Context: an optimization exercise on an open-source flow, tuned for small area, a short achievable clock period and few clock cycles per item. The choices shown serve that exercise and are no tape-out recipe. In this exercise RTL edits were held to simulation tests only and were not proved equivalent to the original. No activity file was given, so power comes from the tool's default toggle rates.

Design vector_clock_table_unit, start of the top module:
module vector_clock_table_unit
#(
    parameter int CAPACITY = 16
)
(
    input  logic                clk,
    input  logic                rst_n,
    input  logic                item_valid,
    output logic                item_ready,
    input  logic                item_mode,
    input  logic [ID_W-1:0]     item_actor_key,
    input  logic [CLOCK_W-1:0]  item_peer_clock,
    output logic                result_valid,
    input  logic                result_ready,
    output logic [STATUS_W-1:0] result_status,
    output logic [CLOCK_W-1:0]  result_clock_value,
    input  logic                cfg_wr_en,
    input  logic [ID_W-1:0]     cfg_wr_data
);
clock: 6.0 ns
lec_check: 0
cap_margin: 20
core_margin: 2
core_utilization: 62
cts_cluster_diameter: 60
cts_cluster_size: 25
place_density: 0.74
setup_slack_margin: 3.8
slew_margin: 20
tns_end_percent: 1
standard.sh (not shown) runs the stock make flow with config.mk's settings and CLKGATE_MAP_FILE= SYNTH_SCRIPT=/design/flow/synth_recipe.tcl, a recipe that flattens the netlist after the stock synthesis.
==> flow/flow/run.sh <==
#!/bin/bash
set -o pipefail
cp standard.sh standard.sh.txt 2>/dev/null
export BUFFER_PORTS_ARGS="-buffer_cell sky130_fd_sc_hd__buf_4"
bash standard.sh > standard.log 2>&1
The baseline ran to the end with no violations.
Testbench counts at the start, summed over its fixed seeds: cycles 4,957, items 4,800.
Next try:
==> flow/run.sh (new file) <==
#!/bin/bash
# synth_recipe.tcl (not shown) runs the flow's synth.tcl, then flattens the netlist and writes it again
# the make line also repeats each setting of config.mk as NAME=value (left out here)
make -C /OpenROAD-flow-scripts/flow DESIGN_CONFIG=/design/flow/config.mk WORK_HOME=/design/flow/orfs CLKGATE_MAP_FILE= SYNTH_SCRIPT=/design/flow/synth_recipe.tcl finish
CORE_UTILIZATION = 55   (was 62)
PLACE_DENSITY = 0.7   (was 0.74)
SETUP_SLACK_MARGIN = 3.1   (was 3.8)
TNS_END_PERCENT = default   (was 1)
removed: flow/flow/run.sh
removed: flow/standard.sh
- The changed run completed with no timing, DRC or antenna violations
- clock skew increases by 0.0084 ns
- setup slack gets worse by 0.079 ns
- core utilization falls by 6.6 points
- design area came out higher by about 2%
- sequential power hardly moves
- power is higher by 3.1%
- worst hold slack improved by 0.063 ns
- final cell count climbs by about 4.6%
- die area climbs by about 13%
- non-clock buffer count went up by 76
Next try:
==> flow/flow/run.sh (new file) <==
#!/bin/bash
set -o pipefail
cp standard.sh standard.sh.txt 2>/dev/null
export BUFFER_PORTS_ARGS="-buffer_cell sky130_fd_sc_hd__buf_4"
bash standard.sh > standard.log 2>&1
==> flow/standard.sh (new file) <==
#!/bin/bash
# synth_recipe.tcl (not shown) runs the flow's synth.tcl, then flattens the netlist and writes it again
# the make line also repeats each setting of config.mk as NAME=value (left out here)
make -C /OpenROAD-flow-scripts/flow DESIGN_CONFIG=/design/flow/config.mk WORK_HOME=/design/flow/orfs CLKGATE_MAP_FILE= SYNTH_SCRIPT=/design/flow/synth_recipe.tcl "${@:-finish}"
CORE_UTILIZATION = 62   (was 55)
PLACE_DENSITY = 0.74   (was 0.7)
SETUP_SLACK_MARGIN = 3.4   (was 3.1)
TNS_END_PERCENT = 5   (was default)
removed: flow/run.sh
=>
- The new run finished clean
- worst setup slack improves by 0.066 ns
- fmax came out higher by 2.2%
- power shrinks by 0.85%
Next try:
SETUP_SLACK_MARGIN = 3.6   (was 3.4)
What happened: Cell area went up slightly. Synthesized cell count stays the same. Hold slack stays flat. Worst setup slack got worse by 0.0047 ns. Routed wire length stays flat. Global-route usage went up by 1.0 points. Total power is about the same. Non-clock buffer count went up by 9.

* * *

red:
Starting RTL as in the previous note.
export LEC_CHECK = 0
export CAP_MARGIN = 20
export CORE_MARGIN = 2
export CORE_UTILIZATION = 64
export CTS_CLUSTER_DIAMETER = 60
export CTS_CLUSTER_SIZE = 25
export PLACE_DENSITY = 0.75
export SETUP_SLACK_MARGIN = 3.8
export SLEW_MARGIN = 20
export TNS_END_PERCENT = 1
create_clock -name core_clock -period 6.0 [get_ports {clk}]
==> flow/flow/run.sh <==
#!/bin/bash
set -o pipefail
cp standard.sh standard.sh.txt 2>/dev/null
export BUFFER_PORTS_ARGS="-buffer_cell sky130_fd_sc_hd__buf_4"
bash standard.sh > standard.log 2>&1
Per the final summary, red finished and its layout is clean on timing, DRC and antenna.
Testbench counts of red, summed over its fixed seeds: cycles 4,957, items 4,800.
Input changes introduced in blue (baseline for comparison: red):
Settings: TNS_END_PERCENT no longer set, was 1; CORE_UTILIZATION now 55, was 64; PLACE_DENSITY now 0.7, was 0.75; SETUP_SLACK_MARGIN now 3.1, was 3.8.
--- outcome ---
- Across both runs, layout-stage area growth over the synthesis result was higher for blue than for red.
- Shortest clock period the worst path allows after layout, red and blue, higher one = red.
- Between red and blue, count of plain and timing-repair buffers in the layout is lower for red, blue comes in above that.
- Wire: blue routes more than red
- Iteration count of the initial detailed-routing pass in blue vs red: down 1
- Compared with red, blue has extra setup slack.
- blue vs red — worst hold slack dropped 0.095 ns.
- Compared with red, in blue count of inserted tapcells moved up, internal power summed over all cells higher, total number of multi-input combinational cells flat.
--- input diff blue..green ---
Settings: SETUP_SLACK_MARGIN now 3.7, was 3.1; TNS_END_PERCENT now 5, previously not set.
==> comparison <==
green reports a lower flip-flop and latch share of the layout cell area than blue does.
From blue to green the numbers moved as follows: portion of total power attributed to sequential cells went down by 0.6 points, pin count of the biggest net entering global routing went down by about 23%.
Diff green and blue: minimum hold slack lower in blue
green ended with more non-clock buffer count than blue.

==> static timing again, ports no longer ideal <==
How much do the figures lean on ideal ports? The routed layouts below were timed once more, with nothing changed but the port constraints.
Step 1 sets driving cells, clkbuf_16 on the clock port and buf_2 on the other inputs (assumed; they add their load-dependent delay and slew).
Step 2 adds t to the input delays and takes it off the output delays; t is the mean of the earliest and latest rising clock arrival at the registers after step 1. Input paths then give back, and output paths get back, about the clock's delay inside the block.
a / b / c = ideal ports / drivers / drivers and shift; a / b = the first two.
run	t, ns	setup slack, ns	hold WS [ns]	worst slew at a driven data input, ns
the first run of note 1	0.896	3.038 / 3.085 / 2.196	0.394 / 0.325 / 0.462	0.07
the second run of note 1	0.932	2.958 / 2.958 / 2.134	0.456 / 0.397 / 0.461	0.07
the third run of note 1	0.932	3.024 / 3.024 / 2.247	0.394 / 0.328 / 0.457	0.09
the fourth run of note 1	0.895	3.020 / 3.020 / 2.326	0.392 / 0.327 / 0.464	0.18
red	0.891	2.997 / 2.997 / 2.163	0.398 / 0.333 / 0.458	0.10
blue	0.912	3.012 / 3.014 / 2.134	0.303 / 0.236 / 0.455	0.11
green	0.920	2.993 / 2.993 / 2.291	0.415 / 0.344 / 0.461	0.10
After both steps setup and hold are still met in every run listed. The setup slack of blue, which loses most, moves by +0.002 ns with the drivers and by -0.878 ns with both steps.
